From an optimization exercise on the open Yosys and OpenROAD flow, aimed at small area; shortcuts taken in it are not production practice. Only simulation tests tie the RTL to the original design; equivalence was not proved. Power figures rest on the tool's default switching activity, not on a simulated workload.

## flow/design.v

```verilog
package rx_e1_pkg;
   localparam int E1_SLOTS = 14;
   localparam int MF_LEN   = 16;
   localparam int MFI_W    = $clog2(MF_LEN);
   localparam int CH_W     = 6;
   typedef struct packed {
      logic [CH_W-1:0] ch;
      logic [7:0]      dat_byte;
   } e1_word_t;
   function automatic int gn(input int ch_n);
      gn = (ch_n + E1_SLOTS - 1) / E1_SLOTS;
   endfunction
endpackage
module rx_e1_sync_fifo #(
   parameter int W  = 14,
   parameter int AW = 4
) (
   input  logic         clk,
   input  logic         rst,
   input  logic         wr_en,
   input  logic [W-1:0] wr_data,
   input  logic         rd_en,
   output logic [W-1:0] rd_data,
   output logic         full,
   output logic         empty
);
   logic [W-1:0]  mem_q [2**AW];
   logic [AW-1:0] wp_q, wp_d, rp_q, rp_d;
   logic [AW:0]   cnt_q, cnt_d;
   logic          do_wr, do_rd;
   assign full    = cnt_q[AW];
   assign empty   = (cnt_q == '0);
   assign rd_data = empty ? '0 : mem_q[rp_q];
   always_comb begin
      do_rd = rd_en & ~empty;
      do_wr = wr_en & (~full | do_rd);
      wp_d  = wp_q + AW'(do_wr);
      rp_d  = rp_q + AW'(do_rd);
      cnt_d = cnt_q + (AW+1)'(do_wr) - (AW+1)'(do_rd);
   end
   always_ff @(posedge clk or posedge rst) begin
      if (rst) begin
         wp_q  <= '0;
         rp_q  <= '0;
         cnt_q <= '0;
      end else begin
         wp_q  <= wp_d;
         rp_q  <= rp_d;
         cnt_q <= cnt_d;
      end
   end
   always_ff @(posedge clk) begin
      if (do_wr) mem_q[wp_q] <= wr_data;
   end
endmodule
module rx_e1_byte_pack #(
   parameter int CH_N    = 42,
   parameter int FIFO_AW = 4
) (
   input  logic             Ck,
   input  logic             Rs,
   input  logic [rx_e1_pkg::MFI_W-1:0] E1_MFI,
   input  logic [5:0]       Dv_Dat,
   input  logic [CH_N-1:0]  Ch_En,
   output logic             Out_Vld,
   input  logic             Out_Rdy,
   output logic [rx_e1_pkg::CH_W-1:0] Out_Ch,
   output logic [7:0]       Out_Byte,
   output logic [CH_N-1:0]  Ovr_Flag,
   input  logic             Ovr_Clr
);
   localparam int GN = (CH_N + rx_e1_pkg::E1_SLOTS - 1) / rx_e1_pkg::E1_SLOTS;
   logic [2*GN-1:0] grp;
   logic [CH_N-1:0] hit, dat, done, take, full_q, full_d;
   logic [2:0]      cnt_q  [CH_N];
   logic [2:0]      cnt_d  [CH_N];
   logic [6:0]      sh_q   [CH_N];
   logic [6:0]      sh_d   [CH_N];
   logic [7:0]      hold_q [CH_N];
   logic [7:0]      hold_d [CH_N];
   logic [rx_e1_pkg::CH_W-1:0] ptr_q, ptr_d;
   logic            sel_full, fifo_full, fifo_empty, fifo_wr;
   logic [7:0]      sel_hold;
   rx_e1_pkg::e1_word_t wr_word;
   rx_e1_pkg::e1_word_t rd_word;
   assign grp = Dv_Dat[2*GN-1:0];
   always_comb begin
      hit  = '0;
      dat  = '0;
      done = '0;
      for (int c = 0; c < CH_N; c++) begin
         hit[c]    = (E1_MFI == rx_e1_pkg::MFI_W'(c % rx_e1_pkg::E1_SLOTS)) && grp[2*(c / rx_e1_pkg::E1_SLOTS) + 1];
         dat[c]    = grp[2*(c / rx_e1_pkg::E1_SLOTS)];
         cnt_d[c]  = cnt_q[c];
         sh_d[c]   = sh_q[c];
         hold_d[c] = hold_q[c];
         if (!Ch_En[c]) begin
            cnt_d[c] = '0;
            sh_d[c]  = '0;
         end else if (hit[c]) begin
            sh_d[c]  = {sh_q[c][5:0], dat[c]};
            cnt_d[c] = cnt_q[c] + 3'd1;
            if (cnt_q[c] == 3'd7) begin
               hold_d[c] = {sh_q[c], dat[c]};
               done[c]   = 1'b1;
            end
         end
      end
   end
   always_comb begin
      sel_full = 1'b0;
      sel_hold = '0;
      take     = '0;
      full_d   = full_q;
      for (int c = 0; c < CH_N; c++) begin
         if (ptr_q == rx_e1_pkg::CH_W'(c)) begin
            sel_full = full_q[c];
            sel_hold = hold_q[c];
         end
         take[c] = full_q[c] && (ptr_q == rx_e1_pkg::CH_W'(c)) && !fifo_full;
         if (!Ch_En[c])    full_d[c] = 1'b0;
         else if (done[c]) full_d[c] = 1'b1;
         else if (take[c]) full_d[c] = 1'b0;
      end
      begin : fifo_full_stall
         fifo_wr          = sel_full && !fifo_full;
         wr_word.ch       = ptr_q;
         wr_word.dat_byte = sel_hold;
         if (sel_full && fifo_full)          ptr_d = ptr_q;
         else if (ptr_q == rx_e1_pkg::CH_W'(CH_N - 1))  ptr_d = '0;
         else                                ptr_d = ptr_q + 1'b1;
      end
   end
   always_ff @(posedge Ck or posedge Rs) begin
      if (Rs) begin
         for (int c = 0; c < CH_N; c++) begin
            cnt_q[c]  <= '0;
            sh_q[c]   <= '0;
            hold_q[c] <= '0;
         end
         full_q <= '0;
         ptr_q  <= '0;
      end else begin
         for (int c = 0; c < CH_N; c++) begin
            cnt_q[c]  <= cnt_d[c];
            sh_q[c]   <= sh_d[c];
            hold_q[c] <= hold_d[c];
         end
         full_q <= full_d;
         ptr_q  <= ptr_d;
      end
   end
   logic [CH_N-1:0] ovr_q, ovr_d;
   always_comb ovr_d = (ovr_q & ~{CH_N{Ovr_Clr}}) | (done & full_q & ~take);
   always_ff @(posedge Ck or posedge Rs) begin
      if (Rs) ovr_q <= '0;
      else    ovr_q <= ovr_d;
   end
   assign Ovr_Flag = ovr_q;
   rx_e1_sync_fifo #(
      .W  (rx_e1_pkg::CH_W + 8),
      .AW (FIFO_AW)
   ) u_fifo (
      .clk     (Ck),
      .rst     (Rs),
      .wr_en   (fifo_wr),
      .wr_data (wr_word),
      .rd_en   (Out_Rdy),
      .rd_data (rd_word),
      .full    (fifo_full),
      .empty   (fifo_empty)
   );
   assign Out_Vld  = ~fifo_empty;
   assign Out_Ch   = rd_word.ch;
   assign Out_Byte = rd_word.dat_byte;
endmodule
```

## flow/run.sh

```bash
#!/bin/bash
# synth_recipe.tcl (not shown) runs the flow's synth.tcl, then flattens the netlist and writes it again
# the make line also repeats each setting of config.mk as NAME=value (left out here)
make -C /OpenROAD-flow-scripts/flow DESIGN_CONFIG=/design/flow/config.mk WORK_HOME=/design/flow/orfs CLKGATE_MAP_FILE= SYNTH_SCRIPT=/design/flow/synth_recipe.tcl finish
```

## flow/config.mk

```make
export PLATFORM = sky130hd
export DESIGN_NAME = rx_e1_byte_pack
export DESIGN_NICKNAME = rx_e1_byte_pack
export VERILOG_FILES = /design/flow/design.v
export SDC_FILE = /design/flow/constraint.sdc
export NUM_CORES = 4
export LEC_CHECK = 0
export CAP_MARGIN = 20
export CORE_MARGIN = 2
export CORE_UTILIZATION = 40
export SLEW_MARGIN = 20
```

## flow/constraint.sdc

```tcl
create_clock -name core_clock -period 10.0 [get_ports {Ck}]
set_input_delay 2.0000 -clock core_clock [delete_from_list [all_inputs] [get_ports {Ck}]]
set_output_delay 2.0000 -clock core_clock [all_outputs]
set_load 0.01 [all_outputs]
```

==> out/results.tsv <==
stage	metric	value	unit
synthesis	Yosys cell types	87	
floorplan	Die H	350	um
routing	Residual DRC	0	
sta	max frequency	170	MHz
run_status	status	complete, no violations	
worst_setup_path	R2R depth	16	
sta	Final Setup Violations	0	
cts	post-CTS setup buffer count	0	
sta	Layout Skew	51.0	ps
cts	TritonCTS clock tree	built	
synthesis	Post-Syn Instances	4241	
final_layout	Final Cell Area	54600	sq um
run	maxcap violations	0	
place	hpwl dp	95000	um
floorplan	Die X	350	um
hold_path	worst hold path class	reg2reg	
worst_setup_path	CP Class	reg2out	
worst_setup_path	crit start category	flop	
cts	Max clock buf depth	3	
synthesis	Synth top area share	0.448	
sta	slew margin rel.	0.141	
sta	min Tclk post-route	5870	ps
synthesis	number of synthesized flops with an enable pin	224	
routing	final wirelength	139000	um
floorplan	Ports	113	
final_layout	fin util	0.457	
sta	setup tns final	0	ps
sta	fin crit share	0.587	
sta	Least-Margin Pin Slew	1280	ps
place	placed cell areas	50800	sq um
final_layout	fillers	11059	
global_routing	global-route wire length before repair	212000	um
global_routing	grt ovf	0	
cts	# hold bufs at CTS	0	
routing	Vias/cell	5.63	
worst_setup_path	Crit Reg-Reg Endpoint	u_fifo.cnt_q[4]	
sta	Fin. Hold Viols	0	
place	Buffers on Ports	112	
sta	RSZ-0062 raised after global routing	no	
synthesis	asr flop ratio synth	0.793	
floorplan	row count	127	
synthesis	most frequent cells after synthesis	nand2_1, dfrtp_1, mux2_2	
pwr	P_leak	23.7	nW
place	worst slack, placed	4530	ps
cts	clock-pin slew on the worst setup and hold paths	60	ps
synthesis	simple-gate share of the synthesized area	0.145	
global_routing	Global Route Usage Sum	0.227	
worst_setup_path	CP Data Arrival Time	3870	ps
global_routing	vias in the first global route	32974	
worst_setup_path	crit path capture type	output pin	
cts	CTS root buf	clkbuf_16	
synthesis	Cell Area, Synth	48000	sq um
place	GPL Wtd Cong	0.971	
synthesis	Synth Area in Adders	0.0260	
cts	Clock Sinks	1083	
final_layout	layout cell share with drive strength beyond 1	0.143	
synthesis	area share of xor/xnor cells in the synthesized design	0.00876	
hold_path	Hold Path Sink	hold_q[7][7]	
floorplan	core area	119000	sq um
global_routing	largest net degree at the start of global routing	169	
synthesis	dominant cell type by area after synthesis	dfrtp_1	
routing	DR iter-0 viols	3337	
worst_setup_path	Worst R2R Setup Slack	4720	ps
final_layout	nets	4461	
hold_path	hold path depth	2	
cts	CTS Buf Count	110	
routing	DR WL/cell	23.1	um
synthesis	syn nets	4396	
hold_path	hold_sp	sh_q[7][6]	
global_routing	initial antenna violation count	4	
pwr	PwrDens	220	nW/um^2
floorplan	Starting Density	0.402	
worst_setup_path	Worst EP required	8000	ps
sta	minimum hold slack	470	ps
place	Placed Cells	5806	
cts	Clock Latency Late Sink	730	ps
routing	Detailed Routing Iterations Pass 1	6	
synthesis	top post-synthesis cells by area	dfrtp_1, edfxtp_1, nand2_1	
cts	H-tree depth	3	
routing	remaining antenna violation count	0	
synthesis	FF+latch count, synth	1083	
worst_setup_path	Critical R2R Launch	ptr_q[0]	
worst_setup_path	CP max FO	44	
final_layout	Register Area	28200	sq um
sta	Final WS setup	4130	ps
synthesis	most common cell in the synthesized netlist	nand2_1	
routing	routed vias	33856	
final_layout	Layout area overhead	13.8	%
synthesis	complex-gate fraction of the synthesized area	0.119	
pwr	power after layout	12.0	mW
synthesis	largest family of logic cells by synthesized area	simple AND/OR/NAND/NOR gates	
synthesis	mux cell area share after synthesis	0.0901	
synthesis	Synth Flop Type	dfrtp_1	
synthesis	yosys synthesis warning count	8	
synthesis	Seq/Total Area, Yosys	0.588	
synthesis	Synth Area per Inst	11.3	sq um
floorplan	die area	123000	sq um
final_layout	Multi-input gate area	18800	sq um
final_layout	Final Non-Filler Cells	6013	
pwr	Worst VDD drop	154	uV
sta	max-slew violation count	0	
cts	CTS resizes	0	
==> worst max-delay path by stage <==
stage,from,endpoint,slack [ps]
final,u_fifo.rp_q[0],Out_Byte[6],4130
after global routing,u_fifo.rp_q[0],Out_Byte[6],3900
after detailed placement,E1_MFI[2],hold_q[35][3],4530
after global placement,E1_MFI[2],hold_q[35][3],4590
after floorplan,Rs,cnt_q[0][0],-3810
after CTS,u_fifo.rp_q[0],Out_Byte[6],4040
==> layout make-up <==
type,count,area share
Clock buffer,167,0.0595
Antenna cell,1,0.0000458
Inverter,42,0.00298
Multi-Input combinational cell,2894,0.344
Timing Repair Buffer,175,0.0301
Tap cell,1612,0.0369
Sequential cell,1083,0.517
Clock inverter,39,0.00949
==> cells in the final DEF (no fill, tap or decap), drive strengths merged, types with 20 or more instances in the layout <==
| cell type | Yosys | layout |
|---|---|---|
| a31o | 24 | 24 |
| a221oi | 22 | 22 |
| and2 | 63 | 63 |
| clkinv | 3 | 28 |
| o211ai | 25 | 25 |
| mux2 | 241 | 241 |
| and3 | 43 | 43 |
| buf | 60 | 63 |
| mux4 | 70 | 70 |
| dfrtp | 859 | 859 |
| inv | 39 | 41 |
| nand2 | 1121 | 1121 |
| clkbuf | 162 | 167 |
| xnor2 | 31 | 31 |
| nand3 | 117 | 117 |
| a31oi | 20 | 20 |
| o21ai | 85 | 85 |
| nor3 | 23 | 23 |
| a21boi | 226 | 226 |
| clkdlybuf4s50 | 0 | 112 |
| a22o | 32 | 32 |
| nor2 | 145 | 145 |
| a21oi | 181 | 181 |
| o2bb2ai | 21 | 21 |
| o22ai | 40 | 40 |
| a32o | 22 | 22 |
| edfxtp | 224 | 224 |
| ha | 98 | 98 |
==> registers in the layout (all words and copies together) (netlist names) <==
register / count
cnt_q: 126
u_fifo.mem_q: 224
ovr_q: 42
u_fifo.rp_q: 4
u_fifo.wp_q: 4
ptr_q: 6
hold_q: 336
full_q: 42
sh_q: 294
u_fifo.cnt_q: 5
==> power by group <==
part	internal [mW]	switching (mW)	leakage, nW	total, mW
registers	4.90	0.179	14.0	5.08
clock network	2.50	1.78	1.85	4.28
logic	0.949	1.73	7.86	2.68
==> layer usage <==
layer	vias up	track usage	wire length, um
met4	4	0.0950	6190
met3	300	0.0331	8770
met1	17178	0.317	60200
met5	-	0	18
li1	15153	-	-
met2	1221	0.354	63800
==> kinds of logic after synthesis <==
kind of cell	Yosys count
mux	314
xor+xnor	48
compound gates	817
simple gates	1616
buf+inv	264
flops	1083
fa+ha+maj	99
==> worst max-delay path: stages (launching register included) <==
cell             delay [ps]
dfrtp_4                 610
buf_4                   730
mux4_2                  610
mux4_2                  510
and2_1                  180
clkdlybuf4s50_1         470

[separate check: timing with driven ports]
In the flow no input, the clock included, has a driving cell. The finished layout below was timed again as built, in two steps. Step 1, drivers: a clkbuf_16 drives Ck and a buf_2 each remaining input, both assumed. Step 2 moves the port delays by t, midway between the first and last clock arrival at a register: inputs arrive t later, outputs are due t later. That takes back most of the time a late clock gives input paths. Three values: ideal ports, drivers, drivers and shift; two values: the first two.
t (ns): 0.776
setup slack, ns: 4.126 / 4.053 / 4.402
worst setup path at the end: input to register
After both steps setup and hold are still met in this run. For this run, drivers alone change the setup slack by -0.073 ns; drivers and shift together by +0.276 ns.
